This design comes from an exercise in tuning for small area, a short achievable clock period and few clock cycles per item on the open sky130 flow, not from production work.
Function was checked by simulation only, so behaviour that the tests miss may differ from the original.
Power and IR drop assume default switching activity.

## flow/design.v (module list and top-level ports; edited modules follow where they fit)
// module mspc_cfg_regs: 75 lines
// module mspc_inc_pi: 46 lines
// module mspc_sub_ks: 27 lines
// module mspc_shape: 34 lines
// module mspc_mul3: 1387 lines
// module motor_speed_pi_pid_control_core: 217 lines
module motor_speed_pi_pid_control_core #(
    parameter int SAMPLE_WIDTH   = 16,
    parameter int GAIN_FRAC_BITS = 8,
    parameter int ACC_WIDTH      = 48
) (
    input  wire logic                                   i_clk,
    input  wire logic                                   i_rst_n,
    input  wire logic                                   i_s_axis_tvalid,
    output      logic                                   o_s_axis_tready,
    input  wire logic [((2*SAMPLE_WIDTH+1+7)/8)*8-1:0]  i_s_axis_tdata,
    output      logic                                   o_m_axis_tvalid,
    input  wire logic                                   i_m_axis_tready,
    output      logic [mspc_pkg::OUT_DATA_W-1:0]        o_m_axis_tdata,
    input  wire logic                                   i_cfg_we,
    input  wire logic [mspc_pkg::CFG_ADDR_W-1:0]        i_cfg_addr,
    input  wire logic [mspc_pkg::CFG_DATA_W-1:0]        i_cfg_wdata
);
  // ...
==> flow/flow/run.sh <==
#!/bin/bash
set -euo pipefail
MARGIN=${MARGIN:-14.7}
sed 's/yosys synth -nofsm -noshare/yosys synth -nofsm -noshare -noabc/' synth_recipe.tcl > synth_noabc.tcl
bash standard.sh SYNTH_SCRIPT="$PWD/synth_noabc.tcl" SYNTH_OPERATIONS_ARGS=-booth SETUP_SLACK_MARGIN=$MARGIN \
    "BUFFER_PORTS_ARGS=-buffer_cell sky130_fd_sc_hd__buf_2" finish > standard_flow.log 2>&1
==> flow/standard.sh <==
#!/bin/bash
# synth_recipe.tcl (not shown) runs the flow's synth.tcl, then flattens the netlist and writes it again
# the make line also repeats each setting of config.mk as NAME=value (left out here)
make -C /OpenROAD-flow-scripts/flow DESIGN_CONFIG=/design/flow/config.mk WORK_HOME=/design/flow/orfs CLKGATE_MAP_FILE= SYNTH_SCRIPT=/design/flow/synth_recipe.tcl "${@:-finish}"
==> flow/config.mk <==
export PLATFORM = sky130hd
export DESIGN_NAME = motor_speed_pi_pid_control_core
export DESIGN_NICKNAME = motor_speed_pi_pid_control_core
export VERILOG_FILES = /design/flow/design.v
export SDC_FILE = /design/flow/constraint.sdc
export NUM_CORES = 4
export LEC_CHECK = 0
export ABC_AREA = 1
export CAP_MARGIN = 20
export CORE_MARGIN = 2
export CORE_UTILIZATION = 55
export CTS_CLUSTER_DIAMETER = 100
export CTS_CLUSTER_SIZE = 30
export PLACE_DENSITY = 0.7
export SLEW_MARGIN = 20
==> flow/constraint.sdc <==
create_clock -name core_clock -period 20.0 [get_ports {i_clk}]
set_input_delay 4.0000 -clock core_clock [delete_from_list [all_inputs] [get_ports {i_clk}]]
set_output_delay 4.0000 -clock core_clock [all_outputs]
set_load 0.01 [all_outputs]
==> reports/metrics.csv, run 1 <==
stage,metric,value,unit
clocking,clk_latency,0.60,ns
worst_setup_path,crit_path_top_delay_cell,fa_1,
logic_synthesis,synth_compound_area_share,14.8,%
route,drtPass1Iterations,7,
route,routed-wl-met2,54700,um
sta,max_slew_margin,29.9,%
logic_synthesis,synthCells,4286,
logic_synthesis,synth.mux.area_fraction,0.0296,%
sta,setup_viol_count_final,0,
grt,grt_use_met2,52.1,%
grt,met3_usage,7.70,%
cells_and_area,largestRegisters,"u_inc.o_acc (48), r2_a (34), r2_b (34)",
cells_and_area,final_cell_mix,"nand2_1, xor2_1, fa_1",
worst_setup_path,cp-start-kind,flip-flop,
power_and_ir_drop,powerClk,0.515,mW
route,drt_wl_total,123000,um
outcome,status,no timing/DRC/antenna violations,
cells_and_area,largest_register_ffs,48,
logic_synthesis,synth_area,38100,um^2
min_path,hold_start,r_pb[9],
power_and_ir_drop,pwr-share-clk,15.8,%
cells_and_area,seq_share,21.0,%
power_and_ir_drop,sw_frac_of_total,43.6,%
sta,slew_viol_final,0,
clocking,path_clk_slew,0.12,ns
cells_and_area,inv_count,447,
worst_setup_path,cp_common_cell,fa_1,
power_and_ir_drop,sequentialPowerShare,30.8,%
Testbench counts, summed over its fixed seeds: cycles 19,416, items 19,200.
==> run 2: changes to the inputs <==
--- a/flow/config.mk
+++ b/flow/config.mk
@@ -12,3 +12,3 @@
 export CTS_CLUSTER_DIAMETER = 100
-export CTS_CLUSTER_SIZE = 30
+export CTS_CLUSTER_SIZE = 25
 export PLACE_DENSITY = 0.7
==> run 2 against run 1 <==
Net effect:
- final area decreased by 0.79%
- die area unchanged
- clock power about the same
- clock skew decreased by 0.019 ns
- global-route usage increased by 0.11 points
- register-to-register slack about the same
- clock-buffer cell count increased by 3
- area after synthesis unchanged
- combinational power about the same
- first-iteration DRC count increased by 3.9%
- critical path type unchanged
==> reports/metrics.csv, run 2 <==
stage,metric,value,unit,change
route,drtPass1Iterations,5,,was 7
clocking,numCtsBuffers,22,,was 20
worst_setup_path,worstSetupPathType,flip-flop to flip-flop,,unchanged
logic_synthesis,yosysWarnings,6,,unchanged
clocking,cts_num_sinks,377,,unchanged
route,drt_wl_total,122000,um,was 123000 um
logic_synthesis,synth_top_area_share,23.5,%,unchanged
grt,antenna_found_initial,0,,unchanged
clocking,clk_latency,0.59,ns,was 0.60 ns
place,place_congestion,0.993,,unchanged
cells_and_area,final_cell_mix,"nand2_1, xor2_1, fa_1",,unchanged
clocking,root_buffer,clkbuf_16,,unchanged
sta,setup_viol_count_final,0,,unchanged
worst_setup_path,cp-start-kind,flip-flop,,unchanged
floorplanning,fp.dieArea,71300,um^2,unchanged
floorplanning,start_util,55.5,%,unchanged
logic_synthesis,synth_seq_cells,377,,unchanged
logic_synthesis,synth.most_common_cell,nand2_1,,unchanged
logic_synthesis,synthTopCellsByCount,"nand2_1, xor2_1, fa_1",,unchanged
power_and_ir_drop,powerDensity,75.9,nW/um^2,was 75.8 nW/um^2
route,top_layer_used,met4,,unchanged
sta,hold_viol_final,0,,unchanged
clocking,cts_tree,built,,unchanged
floorplanning,die_h,267,um,unchanged
grt,globalRouteOverflowTotal,0,,unchanged
sta,setup_ws,14.72,ns,was 14.71 ns
route,routed_via_density,6.15,,was 6.13
cells_and_area,final_common_cell,nand2_1,,unchanged
power_and_ir_drop,leakagePower,21.3,nW,was 21.4 nW
min_path,hp-class,flip-flop to flip-flop,,unchanged
cells_and_area,largest_register_ffs,48,,unchanged
route,drt_iter0_markers,3464,,was 3334
worst_setup_path,required,20.32,ns,was 20.35 ns
grt,grt_max_degree,103,,unchanged
power_and_ir_drop,power,3.24,mW,was 3.26 mW
route,routed-wl-met2,54400,um,was 54700 um
worst_setup_path,critPathCaptureType,flip-flop,,unchanged
route,vias,32500,,about the same
logic_synthesis,ys_seq_area_share,23.5,%,unchanged
sta,max_freq,189,MHz,about the same
place,place_ws,12.92,ns,unchanged
logic_synthesis,syn_area_per_cell,8.88,um^2,unchanged
place,portBuffers,75,,unchanged
floorplanning,io_pins,90,,unchanged
cells_and_area,largestRegisters,"u_inc.o_acc (48), r2_a (34), r2_b (34)",,unchanged
clocking,clock_path_buffers,3,,unchanged
route,drc_errors,0,,unchanged
logic_synthesis,synth_edf_count,141,,unchanged
sta,period_minus_slack,5.28,ns,was 5.29 ns
grt,grt_pass1_vias,30600,,was 30.5k
worst_setup_path,crit_fanout,9,,was 15
route,wl_met3,12300,um,was 12500 um
logic_synthesis,synth.mux.area_fraction,0.0296,%,unchanged
worst_setup_path,crit_arrival,5.60,ns,was 5.64 ns
sta,slew_viol_final,0,,unchanged
place,dp_cells,5104,,unchanged
logic_synthesis,synth_cell_types,55,,unchanged
cells_and_area,largest_register,u_inc.o_acc,,unchanged
grt,track_usage,32.9,%,was 32.8%
route,wl_met1,45800,um,was 46000 um
floorplanning,row_count,96,,unchanged
place,hpwl,86000,um,unchanged
sta,finalClockSkew,0.0231,ns,was 0.0425 ns
logic_synthesis,ys_async_sr_fraction,0,%,unchanged
place,dpl_cell_area,39200,um^2,unchanged
logic_synthesis,synth_compound_area_share,14.8,%,unchanged
logic_synthesis,yosys.area.top_type,fa_1,,unchanged
cells_and_area,drive_gt1_share,14.3,%,was 14.9%
cells_and_area,fin_nets,5082,,was 5102
logic_synthesis,synthTopCellsByArea,"fa_1, dfxtp_1, edfxtp_1",,unchanged
sta,timing.final.crit_share,26.4,%,was 26.5%
floorplanning,die_w,267,um,unchanged
floorplanning,core,68600,um^2,unchanged
logic_synthesis,yosys.area_share.simple,12.0,%,unchanged
sta,max_slew_margin,31.6,%,was 29.9%
cells_and_area,multi_input_area,27600,um^2,about the same
route,ant_nets,0,,unchanged
logic_synthesis,synth_adder_area_share,31.0,%,unchanged
grt,grt_pass1_wl,180000,um,was 179000 um
cells_and_area,fin_cells,5291,,was 5309
logic_synthesis,synth_xor_area_share,11.5,%,unchanged
cells_and_area,area_growth,12.1,%,was 13.0%
run,maxCapViolCount,0,,unchanged
logic_synthesis,synthFlopType,dfxtp_1,,unchanged
logic_synthesis,synth_area,38100,um^2,unchanged
clocking,htreeDepth,1,,unchanged
clocking,path_clk_slew,0.10,ns,was 0.12 ns
cells_and_area,final_area,42700,um^2,was 43000 um^2
sta,max_slew.worst_pin.slew,1.03,ns,was 1.05 ns
cells_and_area,ff_latch_area,9020,um^2,was 9030 um^2
sta,fin_setup_tns,0,ns,unchanged
outcome,status,no timing/DRC/antenna violations,,unchanged
cells_and_area,n_fill_cell,5711,,was 5668
logic_synthesis,synth_top_family_by_area,adder cells,,unchanged
power_and_ir_drop,irDropWorstVdd,80.1,uV,was 81.0 uV
route,post_drt_wl_per_cell,23.0,um,was 23.1 um
sta,rsz0062_at_grt,true,,unchanged
logic_synthesis,synthCells,4286,,unchanged
run 2: routing by layer:
metal  GRT usage [%]  up-vias
met1            42.2    15700
met4            18.1        0
met2            52.0     1812
met5               0        -
met3            7.22      435
li1                -    14600
run 2: cell families (layout without fill, tap and decap cells):
logic type	count (synthesis)	count (layout)
xor+xnor	497	497
simple gates	1083	1086
compound gates	957	957
flops	377	377
fa+ha+maj	675	675
other cells	1	8
mux	1	2
buf+inv	695	758
run 2: final timing paths:
path	startpoint	endpoint	slack (ns)	cells after the start
setup / recovery	u_cfg.o_mode	r2_b[17]	14.72	15
hold / removal	r1_run	r2_run	0.44	0
setup reg to reg	u_cfg.o_mode	r2_b[17]	14.72	15
hold reg to reg	r1_run	r2_run	0.44	0
run 2: final cells by class:
class                      instances  share of cell area, %
sequential                       377                   21.1
inverter                         447                   4.25
clock inverter                    11                  0.325
multi-input combinational       3224                   64.6
timing repair buffer             271                   5.64
tap                              931                   2.73
clock buffer                      29                   1.35
antenna                            1                0.00586
run 2: metrics by stage:
step	util [%]	hold WS, ns
after floorplan	-	0.400
after global placement	57.1	0.401
after detailed placement	57.1	0.424
after CTS	59.8	0.449
after global routing	62.2	0.465
final	62.2	0.443
run 2: report_power, final:
group	leakage, nW	internal (mW)	switching, mW
combinational	17.4	0.681	1.04
clock	0.347	0.219	0.296
sequential	3.47	0.929	0.0753
total	21.3	1.83	1.41
run 2: worst max-delay path, cell delays in order, from the launching register on:
cell	delay [ns]
dfxtp_4	0.42
buf_2	0.23
buf_4	0.14
nand2_2	0.11
nor2_1	0.13
inv_1	0.10
o21ai_2	0.10
inv_2	0.13
o22ai_1	0.21
xor2_1	0.30
fa_1	0.49
fa_1	0.56
fa_1	0.56
fa_1	0.54
fa_1	0.52
fa_1	0.47
run 2: what timing repair did:
item | CTS | global route
pin swaps | 29 | 83
setup endpoints to repair | 119 | 133
endpoints found under the hold margin | 0 | 0
gates resized for setup | 180 | 211
cloned | 4 | 10
setup buffers | 46 | 86
hold buffers | 0 | 0
==> run 3: changes to the inputs <==
--- a/flow/flow/run.sh
+++ b/flow/flow/run.sh
@@ -2,3 +2,3 @@
 set -euo pipefail
-MARGIN=${MARGIN:-14.7}
+MARGIN=${MARGIN:-14.8}
 sed 's/yosys synth -nofsm -noshare/yosys synth -nofsm -noshare -noabc/' synth_recipe.tcl > synth_noabc.tcl
--- a/flow/config.mk
+++ b/flow/config.mk
@@ -12,3 +12,3 @@
 export CTS_CLUSTER_DIAMETER = 100
-export CTS_CLUSTER_SIZE = 25
+export CTS_CLUSTER_SIZE = 20
 export PLACE_DENSITY = 0.7
==> run 3 against run 2 <==
Net effect:
- largest cell class unchanged
- die area is the same
- hold slack worse by 0.030 ns
- non-clock buffer count grew 75
- critical path depth up 24
==> reports/metrics.csv, run 3 <==
stage,metric,value,unit,change
logic_synthesis,synthFlopType,dfxtp_1,,unchanged
worst_setup_path,critPathCaptureType,flip-flop,,unchanged
worst_setup_path,required,20.53,ns,was 20.32 ns
min_path,hp-class,flip-flop to flip-flop,,unchanged
sta,fin_setup_tns,0,ns,unchanged
grt,globalRouteOverflowTotal,0,,unchanged
logic_synthesis,synth_top_area_share,23.5,%,unchanged
worst_setup_path,crit_fanout,7,,was 9
min_path,hold_start,r1_run,,unchanged
sta,timing.final.crit_share,26.2,%,was 26.4%
floorplanning,die_h,267,um,unchanged
route,routed_via_density,6.14,,was 6.15
clocking,cts_tree,built,,unchanged
floorplanning,row_count,96,,unchanged
route,drc_errors,0,,unchanged
route,drt_iter0_markers,3574,,was 3464
clocking,clock_path_buffers,3,,unchanged
logic_synthesis,synthTopCellsByCount,"nand2_1, xor2_1, fa_1",,unchanged
power_and_ir_drop,powerDensity,76.5,nW/um^2,was 75.9 nW/um^2
grt,grt_max_degree,78,,was 103
cells_and_area,final_cell_mix,"nand2_1, xor2_1, fa_1",,unchanged
floorplanning,io_pins,90,,unchanged
run,maxCapViolCount,0,,unchanged
cells_and_area,area_growth,15.4,%,was 12.1%
logic_synthesis,synth.most_common_cell,nand2_1,,unchanged
floorplanning,die_w,267,um,unchanged
logic_synthesis,yosys.area.top_type,fa_1,,unchanged
cells_and_area,fin_nets,5163,,was 5082
worst_setup_path,cp_top_family,simple AND/OR/NAND/NOR gates,,was adder cells
worst_setup_path,reg2reg_depth,39,,was 15
logic_synthesis,synth_seq_cells,377,,unchanged
worst_setup_path,r2r_slack,14.76,ns,was 14.72 ns
worst_setup_path,cp_common_cell,nand2_2,,was fa_1
logic_synthesis,ys_seq_area_share,23.5,%,unchanged
power_and_ir_drop,leakagePower,21.8,nW,was 21.3 nW
clocking,hold_buffers,0,,unchanged
route,vias,33000,,was 32.5k
grt,grt_pass1_vias,31600,,was 30.6k
sta,slew_viol_final,0,,unchanged
sta,max_slew.worst_pin.slew,1.03,ns,about the same
sta,max_freq,191,MHz,was 189 MHz
place,portBuffers,75,,unchanged
sta,rsz0062_at_grt,true,,unchanged
place,hpwl,86100,um,was 86000 um
worst_setup_path,reg2reg_to,u_inc.o_acc[47],,was r2_b[17]
cells_and_area,largestRegisters,"u_inc.o_acc (48), r2_a (34), r2_b (34)",,unchanged
worst_setup_path,crit_path_top_delay_cell,edfxtp_1,,was fa_1
min_path,hold_path_end,r2_run,,unchanged
place,place_congestion,0.983,,was 0.993
logic_synthesis,synthCells,4286,,unchanged
logic_synthesis,synth_area,38100,um^2,unchanged
grt,track_usage,34.3,%,was 32.9%
sta,setup_viol_count_final,0,,unchanged
route,drtPass1Iterations,8,,was 5
worst_setup_path,crit_arrival,5.76,ns,was 5.60 ns
logic_synthesis,yosysWarnings,6,,unchanged
worst_setup_path,path_buf_inv,5,,was 4
sta,max_slew_margin,30.6,%,was 31.6%
worst_setup_path,worstSetupPathType,flip-flop to flip-flop,,unchanged
grt,antenna_found_initial,0,,unchanged
route,post_drt_wl_per_cell,23.4,um,was 23.0 um
logic_synthesis,synth_xor_area_share,11.5,%,unchanged
min_path,min_path_cells,0,,unchanged
cells_and_area,drive_gt1_share,17.5,%,was 14.3%
logic_synthesis,ys_async_sr_fraction,0,%,unchanged
clocking,cts_num_sinks,377,,unchanged
logic_synthesis,synthTopCellsByArea,"fa_1, dfxtp_1, edfxtp_1",,unchanged
sta,finalClockSkew,0.0263,ns,was 0.0231 ns
cells_and_area,largest_register_ffs,48,,unchanged
worst_setup_path,r2r-start,r2_a[0],,was u_cfg.o_mode
floorplanning,fp.dieArea,71300,um^2,unchanged
route,ant_nets,0,,unchanged
worst_setup_path,cp-start-kind,flip-flop,,unchanged
clocking,path_clk_slew,0.09,ns,was 0.10 ns
clocking,htreeDepth,1,,unchanged
sta,period_minus_slack,5.24,ns,was 5.28 ns
cells_and_area,largest_register,u_inc.o_acc,,unchanged
power_and_ir_drop,irDropWorstVdd,83.5,uV,was 80.1 uV
cells_and_area,final_common_cell,nand2_1,,unchanged
logic_synthesis,synth_cell_types,55,,unchanged
clocking,root_buffer,clkbuf_16,,unchanged
worst_setup_path,cp_slowest_stage_delay,0.40,ns,was 0.56 ns
clocking,numCtsBuffers,24,,was 22
grt,grt_pass1_wl,186000,um,was 180000 um
clocking,clk_latency,0.63,ns,was 0.59 ns
logic_synthesis,yosys.area_share.simple,12.0,%,unchanged
floorplanning,start_util,55.5,%,unchanged
cells_and_area,num_antenna_cells,0,,was 1
logic_synthesis,synth.mux.area_fraction,0.0296,%,unchanged
sta,holdWs,0.414,ns,was 0.443 ns
logic_synthesis,synth_compound_area_share,14.8,%,unchanged
logic_synthesis,synth_edf_count,141,,unchanged
sta,hold_viol_final,0,,unchanged
route,drt_wl_total,126000,um,was 122000 um
outcome,status,no timing/DRC/antenna violations,,unchanged
logic_synthesis,synth_adder_area_share,31.0,%,unchanged
logic_synthesis,synth_top_family_by_area,adder cells,,unchanged
floorplanning,core,68600,um^2,unchanged
logic_synthesis,syn_area_per_cell,8.88,um^2,unchanged
[run 3: metal layers]
| layer | global-route usage (%) | wire length, um |
|---|---|---|
| met4 | 21.0 | 9540 |
| met5 | 0 | 0 |
| met1 | 43.0 | 47000 |
| met2 | 53.6 | 56000 |
| met3 | 8.27 | 13200 |
[run 3: final cells by class]
cell class	count	area (um^2)
clock buffers	38	663
multi-input cells	3225	28000
repair buffers	346	3170
clock inverters	5	78.8
fillers	5600	24700
flip-flops and latches	377	9040
inverters	447	1820
well taps	931	1160
repair inverters	3	22.5
[run 3: power breakdown]
| part | switching (mW) | leakage [nW] | total (mW) | internal [mW] |
|---|---|---|---|---|
| clock network | 0.296 | 0.357 | 0.532 | 0.236 |
| registers | 0.0759 | 3.48 | 1.00 | 0.928 |
| logic | 1.08 | 18.0 | 1.82 | 0.742 |
| total | 1.45 | 21.8 | 3.36 | 1.91 |
[run 3: through the flow]
step	utilization [%]	cell area, um^2	total power [mW]	setup WS (ns)	cells
floorplan	-	38200	1.96	14.43	4292
global placement	57.1	39100	2.38	13.01	5098
detailed placement	57.1	39100	2.43	12.80	5098
CTS	61.2	42000	3.14	14.68	5253
global route	64.0	43900	3.56	14.52	5372
finish	64.0	43900	3.36	14.76	5372
[run 3: repair_timing]
item / CTS / global route
gates resized for setup: 278 / 229
pin swaps: 65 / 150
setup endpoints to repair: 122 / 173
cloned: 16 / 7
setup buffers: 96 / 112
hold endpoints to repair: 0 / 0
[run 3: worst reg2reg max path, delay by kind of cell (launching register included)]
family,cells,cell delay [ns]
simple gates,22,1.88
fa+ha+maj,5,1.35
compound gates,6,0.92
flops,1,0.40
buf+inv,5,0.40
xor+xnor,1,0.17
[run 3: cells by family after synthesis]
kind of cell,after synthesis
simple gates,1083
compound gates,957
buf+inv,695
other cells,1
fa+ha+maj,675
xor+xnor,497
flops,377
mux,1
[run 3: how the worst max path moves through the flow]
stage / start / to / depth (start not counted)
after floorplan: i_s_axis_tdata[0] / r0_e[12] / 11
after global placement: r2_a[0] / u_inc.o_acc[43] / 33
after detailed placement: r2_a[0] / u_inc.o_acc[40] / 33
after CTS: r2_a[0] / u_inc.o_acc[40] / 39
after global routing: r2_a[0] / u_inc.o_acc[41] / 36
final: r2_a[0] / u_inc.o_acc[47] / 39
==> run 4: changes to the inputs <==
--- a/flow/flow/run.sh
+++ b/flow/flow/run.sh
@@ -2,3 +2,3 @@
 set -euo pipefail
-MARGIN=${MARGIN:-14.8}
+MARGIN=${MARGIN:-14.7}
 sed 's/yosys synth -nofsm -noshare/yosys synth -nofsm -noshare -noabc/' synth_recipe.tcl > synth_noabc.tcl
==> run 4 against run 3 <==
Net effect:
- core utilization decreased by 2.0 points
- first-iteration DRC count is 1.1% lower
- still clean
- critical path type unchanged
- sequential share of layout area increased by 0.62 points
- global-route usage is 1.2 points lower
- worst setup slack improved by 0.0038 ns
- flip-flop and latch count did not move
- final area shrank 3.1%
- area after synthesis unchanged
- combinational power decreased by 8%
- routed wire length shrank 3.0%
==> reports/metrics.csv, run 4 <==
stage,metric,value,unit,change
worst_setup_path,cp_common_cell,fa_1,,was nand2_2
route,routed_via_density,6.15,,was 6.14
sta,slew_viol_final,0,,unchanged
worst_setup_path,cp-start-kind,flip-flop,,unchanged
sta,max_slew.worst_pin.slew,1.04,ns,was 1.03 ns
clocking,path_clk_slew,0.09,ns,about the same
place,portBuffers,75,,unchanged
worst_setup_path,crit_arrival,5.58,ns,was 5.76 ns
worst_setup_path,crit_path_top_delay_cell,fa_1,,was edfxtp_1
worst_setup_path,worstSetupPathType,flip-flop to flip-flop,,unchanged
power_and_ir_drop,irDropWorstVdd,71.0,uV,was 83.5 uV
worst_setup_path,crit_fanout,12,,was 7
cells_and_area,final_common_cell,nand2_1,,unchanged
logic_synthesis,synth_cell_types,55,,unchanged
place,place_ws,12.92,ns,was 12.80 ns
logic_synthesis,synth.most_common_cell,nand2_1,,unchanged
floorplanning,row_count,96,,unchanged
logic_synthesis,synth_edf_count,141,,unchanged
worst_setup_path,critPathCaptureType,flip-flop,,unchanged
place,place_congestion,0.993,,was 0.983
cells_and_area,utilization,62.0,%,was 64.0%
floorplanning,fp.dieArea,71300,um^2,unchanged
worst_setup_path,required,20.34,ns,was 20.53 ns
clocking,clk_latency,0.60,ns,was 0.63 ns
sta,holdWs,0.439,ns,was 0.414 ns
sta,finalClockSkew,0.0251,ns,was 0.0263 ns
power_and_ir_drop,power,3.24,mW,was 3.36 mW
place,dpl_cell_area,39200,um^2,was 39100 um^2
cells_and_area,fin_cells,5274,,was 5372
floorplanning,start_util,55.5,%,unchanged
cells_and_area,largest_register,u_inc.o_acc,,unchanged
place,hpwl,86000,um,was 86100 um
cells_and_area,ff_latch_area,9020,um^2,was 9040 um^2
cells_and_area,multi_input_area,27500,um^2,was 28000 um^2
logic_synthesis,yosys.area.top_type,fa_1,,unchanged
floorplanning,io_pins,90,,unchanged
sta,timing.final.crit_share,26.2,%,about the same
clocking,cts_tree,built,,unchanged
route,post_drt_wl_per_cell,23.2,um,was 23.4 um
cells_and_area,largest_register_ffs,48,,unchanged
cells_and_area,fin_nets,5065,,was 5163
grt,grt_pass1_wl,181000,um,was 186000 um
clocking,root_buffer,clkbuf_16,,unchanged
logic_synthesis,synthTopCellsByArea,"fa_1, dfxtp_1, edfxtp_1",,unchanged
grt,globalRouteOverflowTotal,0,,unchanged
route,drt_iter0_markers,3534,,was 3574
logic_synthesis,synth_seq_cells,377,,unchanged
grt,grt_pass1_vias,30700,,was 31.6k
sta,setup_viol_count_final,0,,unchanged
power_and_ir_drop,leakagePower,21.2,nW,was 21.8 nW
clocking,clock_path_buffers,3,,unchanged
grt,grt_max_degree,103,,was 78
grt,antenna_found_initial,0,,unchanged
logic_synthesis,synth_top_area_share,23.5,%,unchanged
floorplanning,die_h,267,um,unchanged
cells_and_area,final_cell_mix,"nand2_1, xor2_1, fa_1",,unchanged
sta,max_slew_margin,30.8,%,was 30.6%
grt,grt_use_met2,51.7,%,was 53.6%
route,vias,32400,,was 33.0k
sta,rsz0062_at_grt,true,,unchanged
grt,use_met1,42.3,%,was 43.0%
floorplanning,core,68600,um^2,unchanged
route,drtPass1Iterations,6,,was 8
cells_and_area,num_antenna_cells,0,,unchanged
power_and_ir_drop,powerDensity,76.1,nW/um^2,was 76.5 nW/um^2
min_path,hp-class,flip-flop to flip-flop,,unchanged
route,drt_wl_total,122000,um,was 126000 um
cells_and_area,area_growth,11.8,%,was 15.4%
logic_synthesis,synth_area,38100,um^2,unchanged
floorplanning,die_w,267,um,unchanged
grt,met3_usage,7.28,%,was 8.27%
clocking,htreeDepth,1,,unchanged
cells_and_area,drive_gt1_share,13.7,%,was 17.5%
logic_synthesis,synthCells,4286,,unchanged
sta,max_freq,191,MHz,about the same
place,dp_cells,5104,,was 5098
grt,busiest_layer,met2,,unchanged
worst_setup_path,path_cells,buf_12 -> nand2_2 -> nand2_1 -> o21ai_1 -> buf_6 -> buf_4 -> o22ai_1 -> xor2_1 -> fa_1 -> inv_1 -> fa_1 -> fa_1 -> fa_1 -> fa_1 -> fa_1 -> fa_1,,
logic_synthesis,ys_async_sr_fraction,0,%,unchanged
cells_and_area,n_fill_cell,5722,,was 5600
sta,period_minus_slack,5.23,ns,was 5.24 ns
clocking,cts_num_sinks,377,,unchanged
sta,setup_ws,14.77,ns,was 14.76 ns
sta,fin_setup_tns,0,ns,unchanged
logic_synthesis,synthTopCellsByCount,"nand2_1, xor2_1, fa_1",,unchanged
outcome,status,no timing/DRC/antenna violations,,unchanged
route,ant_nets,0,,unchanged
logic_synthesis,yosysWarnings,6,,unchanged
worst_setup_path,cp_slowest_stage_delay,0.53,ns,was 0.40 ns
cells_and_area,largestRegisters,"u_inc.o_acc (48), r2_a (34), r2_b (34)",,unchanged
logic_synthesis,ys_seq_area_share,23.5,%,unchanged
clocking,numCtsBuffers,25,,was 24
sta,hold_viol_final,0,,unchanged
route,drc_errors,0,,unchanged
grt,track_usage,33.1,%,was 34.3%
cells_and_area,final_area,42500,um^2,was 43900 um^2
logic_synthesis,syn_area_per_cell,8.88,um^2,unchanged
run,maxCapViolCount,0,,unchanged
logic_synthesis,synthFlopType,dfxtp_1,,unchanged
## run 4: cell counts after synthesis
Identical to the previous run, type by type.
## run 4: per-layer routing
metal / part of all wire (%) / vias to the layer above / wire [um]
met5: 0 / - / 0
met4: 7.5 / 0 / 9150
met3: 11 / 436 / 12900
met2: 45 / 1812 / 54500
met1: 37 / 15700 / 45600
li1: - / 14500 / -
## run 4: path summary, 6_finish.rpt
path,start,to,slack (ns),cells after the start
worst min register to register,r1_run,r2_run,0.44,0
worst max-delay path,u_cfg.o_g1[11],r2_b[19],14.77,16
worst min-delay path,r1_run,r2_run,0.44,0
worst max register to register,u_cfg.o_g1[11],r2_b[19],14.77,16
## run 4: cell families (layout without fill, tap and decap cells)
kind of cell             after synthesis  after routing  synth area share (%)
flip-flops                           377            377                  23.5
AO/OA/AOI/OAI                        957            957                  14.8
multiplexers                           1              2                0.0296
buffers and inverters                695            742                  7.13
adder cells (fa/ha/maj)              675            675                  31.0
other                                  1              7               0.00985
XOR/XNOR                             497            497                  11.5
AND/OR/NAND/NOR                     1083           1086                  12.0
## run 4: cell type report
class	count	area share, %
Multi-Input combinational cell	3224	64.7
Tap cell	931	2.74
Timing Repair Buffer	248	5.24
Clock buffer	36	1.63
Clock inverter	8	0.229
Inverter	447	4.25
Timing Repair inverter	3	0.0412
Sequential cell	377	21.2
## run 4: where the power goes
part	total, mW	leakage, nW	internal [mW]	switching (mW)
logic	1.68	17.3	0.649	1.03
registers	1.00	3.47	0.928	0.0751
clock network	0.550	0.389	0.255	0.295
total	3.24	21.2	1.83	1.40
## run 4: worst max-delay path: cells and delay by family, from the launching register on
kind / cells / cell delay (ns)
adders and majority gates: 7 / 3.37
buffers and inverters: 4 / 0.58
DFF: 1 / 0.44
AOI/OAI and AO/OA: 2 / 0.22
and+or+nand+nor: 2 / 0.21
xor gates and xnor gates: 1 / 0.13
## run 4: repair_timing
| item | CTS | global route |
|---|---|---|
| hold buffers | 0 | 0 |
| gates cloned | 5 | 12 |
| buffers inserted | 39 | 70 |
| pin swaps | 27 | 79 |
| setup endpoints to repair | 120 | 132 |
| gates resized for setup | 175 | 209 |
==> run 5: changes to the inputs <==
--- a/flow/config.mk
+++ b/flow/config.mk
@@ -13,2 +13,3 @@
 export CTS_CLUSTER_SIZE = 20
+export GPL_ROUTABILITY_DRIVEN = 0
 export PLACE_DENSITY = 0.7
==> run 5 against run 4 <==
Net effect:
- clock power fell by 9.8%
- register-to-register slack got worse by 0.15 ns
- via count rose by 0.71%
- fmax fell by 2.7%
- critical path depth rose by 13
- sequential power barely moved
- first-iteration DRC count rose by 9.3%
- die area did not move
- area after synthesis did not move
- hold slack improved by 0.0054 ns
- clock-buffer cell count rose by 2
- highest routed layer is now met5
==> reports/metrics.csv, run 5 <==
stage,metric,value,unit,change
outcome,status,no timing/DRC/antenna violations,,unchanged
power_and_ir_drop,sw_frac_of_total,43.4,%,about the same
worst_setup_path,crit_fanout,5,,was 12
floorplanning,row_count,96,,unchanged
sta,hold_viol_final,0,,unchanged
sta,finalClockSkew,0.0250,ns,was 0.0251 ns
sta,setup_viol_count_final,0,,unchanged
place,hpwl,84800,um,was 86000 um
worst_setup_path,required,20.33,ns,was 20.34 ns
power_and_ir_drop,leakagePower,21.4,nW,was 21.2 nW
grt,grt_pass1_vias,30800,,was 30.7k
sta,max_freq,186,MHz,was 191 MHz
power_and_ir_drop,sequentialPowerShare,31.0,%,about the same
sta,period_minus_slack,5.38,ns,was 5.23 ns
logic_synthesis,synth_area,38100,um^2,unchanged
power_and_ir_drop,comb_power_share,53.6,%,was 52.0%
floorplanning,start_util,55.5,%,unchanged
logic_synthesis,synth_seq_cells,377,,unchanged
logic_synthesis,syn_area_per_cell,8.88,um^2,unchanged
route,vias,32700,,was 32.4k
cells_and_area,largestRegisters,"u_inc.o_acc (48), r2_a (34), r2_b (34)",,unchanged
clocking,htreeDepth,1,,unchanged
floorplanning,fp.dieArea,71300,um^2,unchanged
logic_synthesis,yosys.area.top_type,fa_1,,unchanged
place,place_ws,12.91,ns,was 12.92 ns
route,routed_via_density,6.16,,was 6.15
logic_synthesis,ys_async_sr_fraction,0,%,unchanged
clocking,cts_tree,built,,unchanged
sta,fin_setup_tns,0,ns,unchanged
worst_setup_path,cp_slowest_stage_delay,0.49,ns,was 0.53 ns
cells_and_area,n_fill_cell,5587,,was 5722
grt,track_usage,32.5,%,was 33.1%
logic_synthesis,synthCells,4286,,unchanged
worst_setup_path,cp-start-kind,flip-flop,,unchanged
logic_synthesis,synthFlopType,dfxtp_1,,unchanged
cells_and_area,drive_gt1_share,15.0,%,was 13.7%
min_path,hp-class,flip-flop to flip-flop,,unchanged
clocking,clock_path_buffers,3,,unchanged
worst_setup_path,critPathCaptureType,flip-flop,,unchanged
grt,grt_pass1_wl,179000,um,was 181000 um
route,drc_errors,0,,unchanged
cells_and_area,ff_latch_area,9020,um^2,about the same
worst_setup_path,crit_path_top_delay_cell,o21ai_0,,was fa_1
clocking,cts_num_sinks,377,,unchanged
logic_synthesis,synth_top_area_share,23.5,%,unchanged
route,ant_nets,0,,unchanged
cells_and_area,largest_register_ffs,48,,unchanged
worst_setup_path,crit_arrival,5.71,ns,was 5.58 ns
sta,timing.final.crit_share,26.9,%,was 26.2%
place,portBuffers,75,,unchanged
sta,max_slew.worst_pin.slew,1.20,ns,was 1.04 ns
power_and_ir_drop,intPower,1.82,mW,was 1.83 mW
worst_setup_path,worstSetupPathType,flip-flop to flip-flop,,unchanged
logic_synthesis,synth_cell_types,55,,unchanged
sta,max_slew_margin,19.5,%,was 30.8%
floorplanning,core,68600,um^2,unchanged
logic_synthesis,synth.most_common_cell,nand2_1,,unchanged
power_and_ir_drop,powerDensity,75.1,nW/um^2,was 76.1 nW/um^2
logic_synthesis,synth_edf_count,141,,unchanged
floorplanning,io_pins,90,,unchanged
cells_and_area,area_growth,12.7,%,was 11.8%
logic_synthesis,synthTopCellsByArea,"fa_1, dfxtp_1, edfxtp_1",,unchanged
power_and_ir_drop,power.switching,1.40,mW,about the same
cells_and_area,final_cell_mix,"nand2_1, xor2_1, fa_1",,unchanged
clocking,root_buffer,clkbuf_16,,unchanged
clocking,numCtsBuffers,23,,was 25
worst_setup_path,cp_common_cell,nand3_2,,was fa_1
place,dpl_cell_area,39200,um^2,about the same
sta,setup_ws,14.62,ns,was 14.77 ns
cells_and_area,largest_register,u_inc.o_acc,,unchanged
grt,grt_max_degree,103,,unchanged
logic_synthesis,yosysWarnings,6,,unchanged
grt,antenna_found_initial,1,,was 0
cells_and_area,final_area,42900,um^2,was 42500 um^2
cells_and_area,final_common_cell,nand2_1,,unchanged
floorplanning,die_w,267,um,unchanged
logic_synthesis,ys_seq_area_share,23.5,%,unchanged
route,post_drt_wl_per_cell,22.8,um,was 23.2 um
cells_and_area,num_antenna_cells,0,,unchanged
logic_synthesis,synthTopCellsByCount,"nand2_1, xor2_1, fa_1",,unchanged
floorplanning,die_h,267,um,unchanged
cells_and_area,multi_input_area,27800,um^2,was 27500 um^2
run,maxCapViolCount,0,,unchanged
clocking,clk_latency,0.59,ns,was 0.60 ns
route,drt_wl_total,121000,um,was 122000 um
sta,holdWs,0.444,ns,was 0.439 ns
grt,globalRouteOverflowTotal,0,,unchanged
sta,rsz0062_at_grt,true,,unchanged
route,drt_iter0_markers,3862,,was 3534
sta,slew_viol_final,0,,unchanged
power_and_ir_drop,irDropWorstVdd,77.7,uV,was 71.0 uV
power_and_ir_drop,pwr-share-clk,15.4,%,was 17.0%
cells_and_area,fin_nets,5097,,was 5065
clocking,path_clk_slew,0.09,ns,about the same
route,drtPass1Iterations,8,,was 6
==> run 5: cell counts after synthesis <==
Identical to the previous run, type by type.
==> run 5: what timing repair did <==
action	in CTS	in global routing
endpoints found under the hold margin	0	0
hold buffers	0	0
gates resized for setup	173	253
setup buffers	56	84
endpoints found under the setup margin	122	124
gates cloned	2	16
pin swaps	30	105
==> run 5: cell type report <==
class / instances / share of cell area (%)
repair buffers: 283 / 5.72
well taps: 931 / 2.72
flip-flops and latches: 377 / 21.0
clock buffers: 38 / 1.48
repair inverters: 2 / 0.0350
multi-input cells: 3224 / 64.8
clock inverters: 3 / 0.0787
inverters: 447 / 4.19
==> run 5: worst max-delay path: cells and delay by family (launching register included) <==
kind            cells  cell delay (ns)
flops               1             0.39
buf+inv             5             0.66
compound gates      5             0.99
fa+ha+maj           5             1.71
xor+xnor            1             0.17
simple gates       13             1.17
==> run 5: metal layers <==
metal,up-vias,part of all wire [%],global-route usage (%)
met1,15700,37,41.4
met3,474,11,7.64
li1,14600,-,-
met5,-,0.012,0
met4,2,7.7,18.0
met2,1914,44,51.2
==> run 5: path summary, 6_finish.rpt <==
check | startpoint | to | slack [ns] | depth (start not counted)
max | r2_a[0] | r_od[7] | 14.62 | 29
min | r2_run | r3_run | 0.44 | 0
max reg2reg | r2_a[0] | r_od[7] | 14.62 | 29
min reg2reg | r2_run | r3_run | 0.44 | 0
==> run 5: logic make-up (layout without fill, tap and decap cells) <==
group / Yosys count / after routing / share of synthesized area [%]
compound gates: 957 / 957 / 14.8
simple gates: 1083 / 1086 / 12.0
mux: 1 / 2 / 0.0296
fa+ha+maj: 675 / 675 / 31.0
xor+xnor: 497 / 497 / 11.5
other cells: 1 / 7 / 0.00985
buf+inv: 695 / 773 / 7.13
flops: 377 / 377 / 23.5
==> run 5: power groups by stage <==
stage / Clock (mW) / Combinational, mW / Sequential (mW)
finish: 0.496 / 1.72 / 1.00
global placement: 0 / 1.39 / 1.01
detailed placement: 0 / 1.42 / 1.02
floorplan: 0 / 0.959 / 0.996
CTS: 0.505 / 1.56 / 0.998
global route: 0.532 / 1.87 / 1.01
==> run 5: per-stage QoR <==
stage	instances	total power, mW	util [%]
CTS	5205	3.06	59.8
finish	5305	3.22	62.6
detailed placement	5106	2.43	57.1
global placement	5106	2.40	57.1
floorplan	4292	1.96	-
global route	5305	3.42	62.6
==> run 6: changes to the inputs <==
==> flow/flow/run.sh (replaced) <==
#!/bin/bash
set -euo pipefail
MARGIN=${MARGIN:-14.7}
sed 's/yosys synth -nofsm -noshare/yosys synth -nofsm -noshare -noabc/' synth_recipe.tcl > synth_noabc.tcl
bash standard.sh SYNTH_SCRIPT="$PWD/synth_noabc.tcl" SYNTH_OPERATIONS_ARGS=-booth SETUP_SLACK_MARGIN=$MARGIN MATCH_CELL_FOOTPRINT=0 \
    "BUFFER_PORTS_ARGS=-buffer_cell sky130_fd_sc_hd__buf_2" finish > standard_flow.log 2>&1
--- a/flow/config.mk
+++ b/flow/config.mk
@@ -13,3 +13,2 @@
 export CTS_CLUSTER_SIZE = 20
-export GPL_ROUTABILITY_DRIVEN = 0
 export PLACE_DENSITY = 0.7
==> run 6 against run 5 <==
Net effect:
- via count about the same
- final cell count rose by 0.17%
- synthesized cell count stayed put
- worst setup slack improved by 0.090 ns
- sequential share of layout area shrank 0.076 points
- global-route usage increased by 0.49 points
- largest power group unchanged
- combinational power barely moved
- clock skew up 0.0020 ns
- critical path depth decreased by 25
- hold slack worse by 0.0060 ns
- largest cell class unchanged
- sequential power about the same
- area after synthesis stayed put
==> reports/metrics.csv, run 6 <==
stage,metric,value,unit,change
clocking,htreeDepth,1,,unchanged
clocking,numCtsBuffers,24,,was 23
sta,max_freq,189,MHz,was 186 MHz
sta,setup_ws,14.71,ns,was 14.62 ns
grt,track_usage,33.0,%,was 32.5%
sta,setup_viol_count_final,0,,unchanged
sta,max_slew.worst_pin.slew,1.12,ns,was 1.20 ns
clocking,cts_tree,built,,unchanged
worst_setup_path,critPathCaptureType,flip-flop,,unchanged
worst_setup_path,crit_fanout,85,,was 5
route,vias,32700,,about the same
grt,antenna_found_initial,1,,unchanged
worst_setup_path,required,20.54,ns,was 20.33 ns
clocking,root_buffer,clkbuf_16,,unchanged
logic_synthesis,synth_top_family_by_area,adder cells,,unchanged
power_and_ir_drop,leakagePower,21.4,nW,about the same
floorplanning,start_util,55.5,%,unchanged
logic_synthesis,synth_xor_area_share,11.5,%,unchanged
worst_setup_path,cp-start-kind,input port,,was flip-flop
logic_synthesis,yosysWarnings,6,,unchanged
cells_and_area,final_area,43100,um^2,was 42900 um^2
logic_synthesis,synthCells,4286,,unchanged
cells_and_area,final_cell_mix,"nand2_1, xor2_1, fa_1",,unchanged
clocking,clk_latency,0.63,ns,was 0.59 ns
logic_synthesis,ys_async_sr_fraction,0,%,unchanged
logic_synthesis,yosys.area_share.simple,12.0,%,unchanged
logic_synthesis,synthFlopType,dfxtp_1,,unchanged
run,maxCapViolCount,0,,unchanged
clocking,path_clk_slew,0.09,ns,about the same
place,dpl_cell_area,39100,um^2,was 39200 um^2
route,drt_wl_total,123000,um,was 121000 um
place,dp_cells,5098,,was 5106
place,portBuffers,75,,unchanged
floorplanning,die_w,267,um,unchanged
logic_synthesis,synth_area,38100,um^2,unchanged
logic_synthesis,synth_adder_area_share,31.0,%,unchanged
place,place_congestion,1.00,,
power_and_ir_drop,sw_frac_of_total,43.1,%,was 43.4%
sta,rsz0062_at_grt,true,,unchanged
cells_and_area,largestRegisters,"u_inc.o_acc (48), r2_a (34), r2_b (34)",,unchanged
cells_and_area,largest_register,u_inc.o_acc,,unchanged
sta,period_minus_slack,5.29,ns,was 5.38 ns
grt,grt_pass1_vias,30700,,was 30.8k
logic_synthesis,yosys.area.top_type,fa_1,,unchanged
logic_synthesis,syn_area_per_cell,8.88,um^2,unchanged
floorplanning,fp.dieArea,71300,um^2,unchanged
logic_synthesis,synth.mux.area_fraction,0.0296,%,unchanged
floorplanning,core,68600,um^2,unchanged
worst_setup_path,r2r_slack,14.74,ns,was 14.62 ns
power_and_ir_drop,irDropWorstVdd,88.2,uV,was 77.7 uV
floorplanning,die_h,267,um,unchanged
logic_synthesis,synth.most_common_cell,nand2_1,,unchanged
cells_and_area,area_growth,13.1,%,was 12.7%
place,hpwl,85700,um,was 84800 um
cells_and_area,largest_register_ffs,48,,unchanged
min_path,hp-class,flip-flop to flip-flop,,unchanged
grt,globalRouteOverflowTotal,0,,unchanged
power_and_ir_drop,power,3.27,mW,was 3.22 mW
power_and_ir_drop,pwr-share-clk,16.1,%,was 15.4%
worst_setup_path,worstSetupPathType,input port to flip-flop,,was flip-flop to flip-flop
route,ant_nets,0,,unchanged
sta,slew_viol_final,0,,unchanged
cells_and_area,utilization,62.8,%,was 62.6%
place,place_ws,12.98,ns,was 12.91 ns
cells_and_area,drive_gt1_share,15.2,%,was 15.0%
logic_synthesis,synth_seq_cells,377,,unchanged
sta,finalClockSkew,0.0271,ns,was 0.0250 ns
power_and_ir_drop,comb_power_share,53.2,%,was 53.6%
cells_and_area,final_common_cell,nand2_1,,unchanged
sta,hold_viol_final,0,,unchanged
route,drt_iter0_markers,3781,,was 3862
outcome,status,no timing/DRC/antenna violations,,unchanged
sta,timing.final.crit_share,26.5,%,was 26.9%
logic_synthesis,synth_compound_area_share,14.8,%,unchanged
sta,max_slew_margin,25.2,%,was 19.5%
grt,grt_pass1_wl,180000,um,was 179000 um
power_and_ir_drop,powerDensity,75.9,nW/um^2,was 75.1 nW/um^2
cells_and_area,num_antenna_cells,0,,unchanged
grt,grt_max_degree,91,,was 103
logic_synthesis,ys_seq_area_share,23.5,%,unchanged
floorplanning,row_count,96,,unchanged
route,post_drt_wl_per_cell,23.2,um,was 22.8 um
sta,fin_setup_tns,0,ns,unchanged
route,drtPass1Iterations,7,,was 8
cells_and_area,fin_nets,5107,,was 5097
power_and_ir_drop,sequentialPowerShare,30.7,%,was 31.0%
logic_synthesis,synth_cell_types,55,,unchanged
logic_synthesis,synth_edf_count,141,,unchanged
sta,holdWs,0.438,ns,was 0.444 ns
logic_synthesis,synth_top_area_share,23.5,%,unchanged
floorplanning,io_pins,90,,unchanged
logic_synthesis,synthTopCellsByCount,"nand2_1, xor2_1, fa_1",,unchanged
clocking,clock_path_buffers,3,,unchanged
clocking,cts_num_sinks,377,,unchanged
route,routed_via_density,6.15,,was 6.16
power_and_ir_drop,power.switching,1.41,mW,was 1.40 mW
power_and_ir_drop,intPower,1.86,mW,was 1.82 mW
worst_setup_path,crit_arrival,5.83,ns,was 5.71 ns
logic_synthesis,synthTopCellsByArea,"fa_1, dfxtp_1, edfxtp_1",,unchanged
cells_and_area,fin_cells,5314,,was 5305
route,drc_errors,0,,unchanged
==> run 6: cell type report <==
class	count	area [um^2]
repair inverters	3	22.5
repair buffers	291	2620
clock inverters	5	77.6
well taps	931	1160
multi-input cells	3224	27700
flip-flops and latches	377	9030
clock buffers	36	646
fillers	5585	25500
inverters	447	1830
==> run 6: per-layer routing <==
metal / part of all wire (%) / global-route usage [%] / vias up / wire (um)
met4: 7.5 / 18.0 / 0 / 9250
met3: 11 / 7.11 / 452 / 13300
met1: 37 / 42.5 / 15700 / 46100
li1: - / - / 14600 / -
met2: 44 / 52.1 / 1856 / 54700
met5: 0 / 0 / - / 0
==> run 6: cell families (layout without fill, tap and decap cells) <==
logic type | count (synthesis) | count (layout)
AOI/OAI and AO/OA | 957 | 957
xor gates and xnor gates | 497 | 497
adders and majority gates | 675 | 675
buffers and inverters | 695 | 782
DFF | 377 | 377
muxes | 1 | 2
other | 1 | 7
and+or+nand+nor | 1083 | 1086
==> run 6: worst max-delay path, cell delays in order <==
cell and delay [ns]:
buf_4 0.40, buf_4 0.74, o21ai_0 0.37, a21oi_1 0.21
==> run 6: what timing repair did <==
item / 4_1_cts / 5_1_grt
buffers inserted: 48 / 106
endpoints found under the setup margin: 118 / 128
cloned: 4 / 16
pin swaps: 38 / 88
hold buffers: 0 / 0
resized for setup: 195 / 235
==> run 6: path summary, 6_finish.rpt <==
check                              from                         end  cells after the start
worst max-delay path            i_rst_n  u_cfg.o_integral_limit[12]                      4
worst min-delay path             r1_run                      r2_run                      0
worst max register to register  r2_a[0]             u_inc.o_acc[41]                     39
worst min register to register   r1_run                      r2_run                      0
==> run 6: power by group through the flow <==
| stage | Combinational [mW] | Clock (mW) | Sequential [mW] |
|---|---|---|---|
| detailed placement | 1.40 | 0 | 1.01 |
| global placement | 1.37 | 0 | 1.01 |
| finish | 1.74 | 0.527 | 1.00 |
| global route | 1.90 | 0.561 | 1.01 |
| floorplan | 0.959 | 0 | 0.996 |
| CTS | 1.56 | 0.535 | 0.998 |
==> module mspc_shape, before the edit <==
module mspc_shape (
    input  wire logic                            i_mode,
    input  wire logic [mspc_pkg::ACC_W-1:0]      i_acc,
    input  wire logic [mspc_pkg::SUM_W-1:0]      i_raw,
    input  wire logic [mspc_pkg::LIMIT_W-1:0]    i_limit,
    output      logic [mspc_pkg::DRIVE_W-1:0]    o_drive,
    output      logic                            o_clamped
);
    localparam int AW = mspc_pkg::ACC_W;
    localparam int SW = mspc_pkg::SUM_W;
    logic              w_neg0, w_r0, w_big0;
    logic [15:0]       w_t0;
    assign w_neg0 = i_acc[AW-1];
    assign w_r0   = w_neg0 & (|i_acc[7:0]);
    assign w_big0 = w_neg0 ? ~(&i_acc[AW-1:23]) : (|i_acc[AW-1:23]);
    assign w_t0   = i_acc[23:8] + {15'd0, w_r0};
    logic              w_neg1, w_big1;
    assign w_neg1 = i_raw[SW-1];
    assign w_big1 = w_neg1 ? ~(&i_raw[SW-1:15]) : (|i_raw[SW-1:15]);
    logic              w_neg, w_big, w_over;
    logic [15:0]       w_t;
    logic signed [16:0] w_t17;
    logic signed [16:0] w_l17;
    logic [15:0]       w_lim16;
    assign w_neg   = i_mode ? w_neg1 : w_neg0;
    assign w_big   = i_mode ? w_big1 : w_big0;
    assign w_t     = i_mode ? i_raw[15:0] : w_t0;
    assign w_t17   = {w_t[15], w_t};
    assign w_l17   = {2'b00, i_limit};
    assign w_over  = w_neg ? (w_t17 < -w_l17) : (w_t17 > w_l17);
    assign w_lim16 = {1'b0, i_limit};
    assign o_clamped = w_big | w_over;
    assign o_drive   = o_clamped ? (w_neg ? (~w_lim16 + 16'd1) : w_lim16) : w_t;
endmodule
==> module motor_speed_pi_pid_control_core, before the edit <==
module motor_speed_pi_pid_control_core #(
    parameter int SAMPLE_WIDTH   = 16,
    parameter int GAIN_FRAC_BITS = 8,
    parameter int ACC_WIDTH      = 48
) (
    input  wire logic                                   i_clk,
    input  wire logic                                   i_rst_n,
    input  wire logic                                   i_s_axis_tvalid,
    output      logic                                   o_s_axis_tready,
    input  wire logic [((2*SAMPLE_WIDTH+1+7)/8)*8-1:0]  i_s_axis_tdata,
    output      logic                                   o_m_axis_tvalid,
    input  wire logic                                   i_m_axis_tready,
    output      logic [mspc_pkg::OUT_DATA_W-1:0]        o_m_axis_tdata,
    input  wire logic                                   i_cfg_we,
    input  wire logic [mspc_pkg::CFG_ADDR_W-1:0]        i_cfg_addr,
    input  wire logic [mspc_pkg::CFG_DATA_W-1:0]        i_cfg_wdata
);
    localparam int EW = mspc_pkg::ERR_W;
    localparam int SW = mspc_pkg::SUM_W;
    localparam int AW = mspc_pkg::ACC_W;
    localparam int GW = mspc_pkg::GAIN_W;
    localparam int LW = mspc_pkg::LIMIT_W;
    logic          c_mode, c_swap;
    logic [GW-1:0] c_g1, c_g2, c_pos_ki;
    logic [LW-1:0] c_pwm_limit, c_int_limit;
    mspc_cfg_regs u_cfg (
        .i_clk            (i_clk),
        .i_rst_n          (i_rst_n),
        .i_cfg_we         (i_cfg_we),
        .i_cfg_addr       (i_cfg_addr),
        .i_cfg_wdata      (i_cfg_wdata),
        .o_mode           (c_mode),
        .o_swap           (c_swap),
        .o_g1             (c_g1),
        .o_g2             (c_g2),
        .o_pos_ki         (c_pos_ki),
        .o_pwm_limit      (c_pwm_limit),
        .o_integral_limit (c_int_limit)
    );
    logic r_en;          
    logic w_en;
    assign w_en            = r_en;
    assign o_s_axis_tready = r_en;
    logic          r0_v, r0_run;
    logic [EW-1:0] r0_e;
    always_ff @(posedge i_clk) begin
        if (!i_rst_n) begin
            r0_v <= 1'b0;
        end else if (w_en) begin
            r0_v <= i_s_axis_tvalid;
        end
    end
    logic [EW-1:0] w_e_in;
    mspc_sub_ks #(.W(EW)) u_sub (
        .i_a ({i_s_axis_tdata[15], i_s_axis_tdata[15:0]}),
        .i_b ({i_s_axis_tdata[31], i_s_axis_tdata[31:16]}),
        .o_d (w_e_in)
    );
    always_ff @(posedge i_clk) begin
        if (w_en) begin
            r0_e   <= w_e_in;
            r0_run <= i_s_axis_tdata[32];
        end
    end
    logic          w_step0;
    logic [EW-1:0] r_pa, r_pb;         
    logic [15:0]   r_i;                
    logic [EW:0]   w_diff;
    logic [EW:0]   w_isum;
    logic [EW:0]   w_ilim;
    logic [15:0]   w_inext;
    assign w_step0 = w_en && r0_v && r0_run;
    assign w_diff  = {r0_e[EW-1], r0_e} - {r_pa[EW-1], r_pa};
    assign w_isum  = {{2{r_i[15]}}, r_i} + {r0_e[EW-1], r0_e};
    assign w_ilim  = {3'b000, c_int_limit};
    always_comb begin
        if ($signed(w_isum) > $signed(w_ilim)) begin
            w_inext = w_ilim[15:0];
        end else if ($signed(w_isum) < -$signed(w_ilim)) begin
            w_inext = 16'(-w_ilim);
        end else begin
            w_inext = w_isum[15:0];
        end
    end
    always_ff @(posedge i_clk) begin
        if (!i_rst_n) begin
            r_pa <= '0;
            r_pb <= '0;
        end else if (c_swap) begin
            r_pa <= r_pb;
            r_pb <= r_pa;
        end else if (w_step0) begin
            r_pa <= r0_e;
        end
    end
    always_ff @(posedge i_clk) begin
        if (!i_rst_n) begin
            r_i <= '0;
        end else if (w_step0 && c_mode) begin
            r_i <= w_inext;
        end
    end
    logic          r1_v, r1_run;
    logic [EW:0]   r1_diff;
    always_ff @(posedge i_clk) begin
        if (!i_rst_n) begin
            r1_v <= 1'b0;
        end else if (w_en) begin
            r1_v <= r0_v;
        end
    end
    always_ff @(posedge i_clk) begin
        if (w_en) begin
            r1_diff <= w_diff;
            r1_run  <= r0_run;
        end
    end
    logic [GW-1:0] w_g3;
    logic [SW-1:0] w_pa, w_pb;
    assign w_g3 = c_mode ? c_pos_ki : '0;
    mspc_mul3 u_mul (
        .g1  (c_g1),
        .g2  (c_g2),
        .g3  (w_g3),
        .x1  (r1_diff),
        .x2  (r_pa),
        .x3  (r_i),
        .o_a (w_pa),
        .o_b (w_pb)
    );
    logic          r2_v, r2_run;
    logic [SW-1:0] r2_a, r2_b;
    logic [SW-1:0] w_s;
    always_ff @(posedge i_clk) begin
        if (!i_rst_n) begin
            r2_v <= 1'b0;
        end else if (w_en) begin
            r2_v <= r1_v;
        end
    end
    always_ff @(posedge i_clk) begin
        if (w_en) begin
            r2_a   <= w_pa;
            r2_b   <= w_pb;
            r2_run <= r1_run;
        end
    end
    logic          r3_v, r3_run;
    logic [AW-1:0] w_acc;
    mspc_inc_pi u_inc (
        .i_clk   (i_clk),
        .i_rst_n (i_rst_n),
        .i_step  (w_en && r2_v && r2_run && !c_mode),
        .i_a     (r2_a),
        .i_b     (r2_b),
        .o_sum   (w_s),
        .o_acc   (w_acc)
    );
    always_ff @(posedge i_clk) begin
        if (!i_rst_n) begin
            r3_v <= 1'b0;
        end else if (w_en) begin
            r3_v <= r2_v && !c_mode;
        end
    end
    always_ff @(posedge i_clk) begin
        if (w_en) begin
            r3_run <= r2_run;
        end
    end
    logic [15:0]   w_drive;
    logic          w_clamped;
    logic          w_fin_v, w_fin_run;
    logic [16:0]   w_res;
    assign w_fin_v   = c_mode ? r2_v : r3_v;
    assign w_fin_run = c_mode ? r2_run : r3_run;
    mspc_shape u_shape (
        .i_mode    (c_mode),
        .i_acc     (w_acc),
        .i_raw     (w_s),
        .i_limit   (c_pwm_limit),
        .o_drive   (w_drive),
        .o_clamped (w_clamped)
    );
    assign w_res = w_fin_run ? {w_clamped, w_drive} : 17'd0;
    logic        r_ov, r_sv;
    logic [16:0] r_od, r_sd;
    logic        w_arrive, w_pop;
    assign w_arrive = w_en && w_fin_v;
    assign w_pop    = r_ov && i_m_axis_tready;
    always_ff @(posedge i_clk) begin
        if (!i_rst_n) begin
            r_ov    <= 1'b0;
            r_sv    <= 1'b0;
            r_en    <= 1'b1;
        end else begin
            if (!r_ov || w_pop) begin
                r_ov    <= r_sv || w_arrive;
                r_sv    <= 1'b0;
                r_en    <= 1'b1;
            end else if (w_arrive) begin
                r_sv    <= 1'b1;
                r_en    <= 1'b0;
            end
        end
    end
    always_ff @(posedge i_clk) begin
        if (!r_ov || w_pop) begin
            r_od <= r_sv ? r_sd : w_res;
        end
        if (w_arrive) begin
            r_sd <= w_res;
        end
    end
    assign o_m_axis_tvalid = r_ov;
    assign o_m_axis_tdata  = {7'd0, r_od};
endmodule
==> run 7: changes to the inputs <==
--- a/flow/design.v
+++ b/flow/design.v
@@ -206,3 +206,7 @@
     assign w_l17   = {2'b00, i_limit};
-    assign w_over  = w_neg ? (w_t17 < -w_l17) : (w_t17 > w_l17);
+    logic [16:0]       w_m17;
+    logic [17:0]       w_cmp;
+    assign w_m17   = w_t17 ^ {17{w_t17[16]}};
+    assign w_cmp   = {1'b0, w_m17} + {1'b0, ~w_l17} + {17'd0, w_t17[16]};
+    assign w_over  = w_cmp[17];
     assign w_lim16 = {1'b0, i_limit};
@@ -1677,11 +1681,10 @@
     assign w_ilim  = {3'b000, c_int_limit};
-    always_comb begin
-        if ($signed(w_isum) > $signed(w_ilim)) begin
-            w_inext = w_ilim[15:0];
-        end else if ($signed(w_isum) < -$signed(w_ilim)) begin
-            w_inext = 16'(-w_ilim);
-        end else begin
-            w_inext = w_isum[15:0];
-        end
-    end
+    logic          w_ineg, w_iclamp;
+    logic [EW:0]   w_im;
+    logic [EW+1:0] w_icmp;
+    assign w_ineg   = w_isum[EW];
+    assign w_im     = w_isum ^ {(EW+1){w_ineg}};
+    assign w_icmp   = {1'b0, w_im} + {1'b0, ~w_ilim} + {{(EW+1){1'b0}}, w_ineg};
+    assign w_iclamp = w_icmp[EW+1];
+    assign w_inext  = w_iclamp ? (w_ineg ? 16'(-w_ilim) : w_ilim[15:0]) : w_isum[15:0];
     always_ff @(posedge i_clk) begin
==> flow/flow/run.sh (replaced) <==
#!/bin/bash
set -euo pipefail
MARGIN=${MARGIN:-14.7}
sed 's/yosys synth -nofsm -noshare/yosys synth -nofsm -noshare -noabc/' synth_recipe.tcl > synth_noabc.tcl
bash standard.sh SYNTH_SCRIPT="$PWD/synth_noabc.tcl" SYNTH_OPERATIONS_ARGS=-booth SETUP_SLACK_MARGIN=$MARGIN \
    "BUFFER_PORTS_ARGS=-buffer_cell sky130_fd_sc_hd__buf_2" finish > standard_flow.log 2>&1
--- a/flow/config.mk
+++ b/flow/config.mk
@@ -12,3 +12,3 @@
 export CTS_CLUSTER_DIAMETER = 100
-export CTS_CLUSTER_SIZE = 20
+export CTS_CLUSTER_SIZE = 16
 export PLACE_DENSITY = 0.7
==> run 7 against run 6 <==
Net effect:
- clock power grew about 10%
- clock-buffer cell count increased by 10
- critical path depth rose by 6
- flip-flop and latch count unchanged
- power up 0.14%
- sequential power about the same
- register-to-register slack worse by 0.03 ns
- via count is 2.5% lower
- hold slack worse by 0.0099 ns
- worst setup slack lost 0.0025 ns
- final area is 2.6% lower
- combinational power decreased by 3%
==> reports/metrics.csv, run 7 <==
stage,metric,value,unit,change
clocking,clk_latency,0.64,ns,was 0.63 ns
logic_synthesis,synth.mux.area_fraction,0.272,%,was 0.0296%
logic_synthesis,synth_edf_count,141,,unchanged
cells_and_area,area_growth,12.7,%,was 13.1%
logic_synthesis,ys_async_sr_fraction,0,%,unchanged
logic_synthesis,synth_area,37200,um^2,was 38100 um^2
clocking,cts_num_sinks,377,,unchanged
power_and_ir_drop,leakagePower,20.4,nW,was 21.4 nW
sta,rsz0062_at_grt,false,,was true
logic_synthesis,yosys.area.top_type,fa_1,,unchanged
worst_setup_path,crit_arrival,5.64,ns,was 5.83 ns
grt,grt_pass1_vias,30600,,was 30.7k
route,vias,31800,,was 32.7k
logic_synthesis,synth_xor_area_share,12.5,%,was 11.5%
logic_synthesis,synth.most_common_cell,nand2_1,,unchanged
route,drt_wl_total,121000,um,was 123000 um
floorplanning,io_pins,90,,unchanged
power_and_ir_drop,irDropWorstVdd,62.9,uV,was 88.2 uV
clocking,numCtsBuffers,28,,was 24
outcome,status,no timing/DRC/antenna violations,,unchanged
sta,hold_viol_final,0,,unchanged
logic_synthesis,syn_area_per_cell,9.03,um^2,was 8.88 um^2
worst_setup_path,cp_common_cell,fa_1,,was buf_4
floorplanning,core,67200,um^2,was 68600 um^2
logic_synthesis,synth_compound_area_share,14.7,%,was 14.8%
logic_synthesis,yosysWarnings,6,,unchanged
floorplanning,fp.dieArea,69800,um^2,was 71300 um^2
floorplanning,die_h,264,um,was 267 um
cells_and_area,largest_register_ffs,48,,unchanged
cells_and_area,num_antenna_cells,0,,unchanged
floorplanning,start_util,55.5,%,about the same
worst_setup_path,path_cells,clkinvlp_4 -> o22ai_1 -> xor2_1 -> fa_1 -> fa_1 -> fa_1 -> fa_1 -> fa_1 -> fa_1 -> fa_1,,was buf_4 -> buf_4 -> o21ai_0 -> a21oi_1
place,dp_cells,4880,,was 5098
logic_synthesis,ys_seq_area_share,24.1,%,was 23.5%
sta,fin_setup_tns,0,ns,unchanged
place,place_congestion,1.00,,about the same
worst_setup_path,cp-start-kind,flip-flop,,was input port
worst_setup_path,cp_slowest_stage_delay,0.56,ns,was 0.74 ns
cells_and_area,final_common_cell,nand2_1,,unchanged
grt,grt_pass1_wl,178000,um,was 180000 um
worst_setup_path,critPathCaptureType,flip-flop,,unchanged
power_and_ir_drop,power,3.27,mW,about the same
run,maxCapViolCount,0,,unchanged
route,drtPass1Iterations,8,,was 7
clocking,root_buffer,clkbuf_16,,unchanged
grt,antenna_found_initial,1,,unchanged
clocking,htreeDepth,1,,unchanged
sta,slew_viol_final,0,,unchanged
min_path,hp-class,flip-flop to flip-flop,,unchanged
worst_setup_path,path_buf_inv,1,,was 2
logic_synthesis,synth_top_family_by_area,adder cells,,unchanged
worst_setup_path,worstSetupPathType,flip-flop to flip-flop,,was input port to flip-flop
route,post_drt_wl_per_cell,23.8,um,was 23.2 um
logic_synthesis,synthFlopType,dfxtp_1,,unchanged
logic_synthesis,yosys.area_share.simple,11.4,%,was 12.0%
route,drt_iter0_markers,3752,,was 3781
cells_and_area,largest_register,u_inc.o_acc,,unchanged
worst_setup_path,required,20.35,ns,was 20.54 ns
clocking,cts_tree,built,,unchanged
place,portBuffers,75,,unchanged
grt,track_usage,32.8,%,was 33.0%
route,drc_errors,0,,unchanged
cells_and_area,largestRegisters,"u_inc.o_acc (48), r2_a (34), r2_b (34)",,unchanged
cells_and_area,fin_nets,4889,,was 5107
sta,max_slew.worst_pin.slew,1.02,ns,was 1.12 ns
route,ant_nets,0,,unchanged
grt,use_met1,42.2,%,was 42.5%
sta,period_minus_slack,5.29,ns,about the same
grt,globalRouteOverflowTotal,0,,unchanged
logic_synthesis,synthCells,4125,,was 4286
power_and_ir_drop,powerDensity,78.0,nW/um^2,was 75.9 nW/um^2
worst_setup_path,crit_fanout,16,,was 85
logic_synthesis,synth_cell_types,54,,was 55
place,hpwl,83500,um,was 85700 um
grt,met3_usage,8.19,%,was 7.11%
grt,grt_use_met2,50.6,%,was 52.1%
logic_synthesis,synth_top_area_share,23.9,%,was 23.5%
clocking,path_clk_slew,0.08,ns,was 0.09 ns
floorplanning,row_count,95,,was 96
logic_synthesis,synthTopCellsByArea,"fa_1, dfxtp_1, xor2_1",,"was fa_1, dfxtp_1, edfxtp_1"
grt,busiest_layer,met2,,unchanged
route,routed_via_density,6.27,,was 6.15
sta,finalClockSkew,0.0277,ns,was 0.0271 ns
sta,setup_viol_count_final,0,,unchanged
grt,grt_max_degree,101,,was 91
sta,max_slew_margin,31.7,%,was 25.2%
cells_and_area,fin_cells,5076,,was 5314
cells_and_area,final_cell_mix,"nand2_1, xor2_1, fa_1",,unchanged
sta,timing.final.crit_share,26.5,%,about the same
sta,max_freq,189,MHz,about the same
logic_synthesis,synth_adder_area_share,30.5,%,was 31.0%
cells_and_area,drive_gt1_share,14.1,%,was 15.2%
logic_synthesis,synthTopCellsByCount,"nand2_1, xor2_1, fa_1",,unchanged
sta,holdWs,0.428,ns,was 0.438 ns
clocking,clock_path_buffers,3,,unchanged
worst_setup_path,crit_path_top_delay_cell,fa_1,,was buf_4
logic_synthesis,synth_seq_cells,377,,unchanged
worst_setup_path,cp_top_family,adder cells,,was buffers and inverters
floorplanning,die_w,264,um,was 267 um
==> run 7: area by class of cell <==
cell class	count	area (um^2)
Tap cell	873	1090
Timing Repair inverter	4	20.0
Clock inverter	2	41.3
Timing Repair Buffer	271	2520
Multi-Input combinational cell	3133	26900
Inverter	370	1540
Sequential cell	377	9020
Fill cell	5545	25200
Clock buffer	46	831
==> run 7: kinds of logic (layout without fill, tap and decap cells) <==
group           Yosys count  count (layout)
xor+xnor                530             530
simple gates           1005            1006
flops                   377             377
other cells               1               7
mux                      10              11
compound gates          939             939
fa+ha+maj               640             640
buf+inv                 623             693
==> run 7: layer usage <==
metal	wire length, um	vias up
met1	45000	15300
met2	52900	1917
met3	13800	469
li1	-	14100
met4	9030	0
met5	0	-
==> run 7: per-stage QoR <==
stage                     area (um^2)  util (%)  worst slack, ns
after floorplan                 37400         -            14.29
after global placement          38200      56.9            13.52
after detailed placement        38200      56.9            13.50
after CTS                       40100      59.8            14.66
after global routing            42000      62.5            14.53
final                           42000      62.5            14.71
==> run 7: power breakdown <==
group	internal [mW]	switching [mW]
Sequential	0.928	0.0746
Clock	0.285	0.296
Combinational	0.659	1.03
Total	1.87	1.40
==> run 7: path summary, 6_finish.rpt <==
path | from | endpoint | slack (ns) | cells after the start
hold reg to reg | r1_run | r2_run | 0.43 | 0
hold / removal | r1_run | r2_run | 0.43 | 0
setup reg to reg | r1_diff[4] | r2_b[20] | 14.71 | 10
setup / recovery | r1_diff[4] | r2_b[20] | 14.71 | 10
==> run 7: timing repair <==
item,CTS,global route
buffers inserted,31,95
hold buffers,0,0
gates cloned,5,17
pin swaps,13,66
endpoints found under the setup margin,198,124
gates resized for setup,152,209
Testbench counts of run 7, summed over its fixed seeds: cycles 19,416, items 19,200.

-- port drivers added, routing unchanged --
In the flow no input, the clock included, has a driving cell. The finished layouts below were timed again as built, in two steps.
Step 1 (the two cells are an assumption about what drives the block):
set clk [get_ports {i_clk}]
set_driving_cell -lib_cell sky130_fd_sc_hd__clkbuf_16 $clk
set_driving_cell -lib_cell sky130_fd_sc_hd__buf_2 [delete_from_list [all_inputs] $clk]
Step 2 times the ports against the registers' clock, not the clock port: input delays grow and output delays shrink by t, the midpoint of the rising clock arrivals with the driver on.
Slacks: ideal / step 1 / step 2; pairs: ideal / step 1.
| run | shift t [ns] | slack for setup (ns) | worst data-port slew with drivers (ns) | pins driven straight from the clock port |
|---|---|---|---|---|
| run 1 | 0.655 | 14.709 / 14.709 / 14.180 | 0.05 | 1 |
| run 2 | 0.645 | 14.717 / 14.717 / 14.204 | 0.04 | 1 |
| run 3 | 0.678 | 14.763 / 14.740 / 14.188 | 0.05 | 1 |
| run 4 | 0.653 | 14.766 / 14.746 / 14.191 | 0.04 | 1 |
| run 5 | 0.641 | 14.619 / 14.619 / 14.154 | 0.04 | 1 |
| run 6 | 0.686 | 14.709 / 14.711 / 14.064 | 0.04 | 1 |
| run 7 | 0.696 | 14.706 / 14.706 / 14.141 | 0.04 | 1 |
After both steps setup and hold are still met in every run listed. For run 6, which loses most, drivers alone change the setup slack by +0.002 ns; drivers and shift together by -0.645 ns.
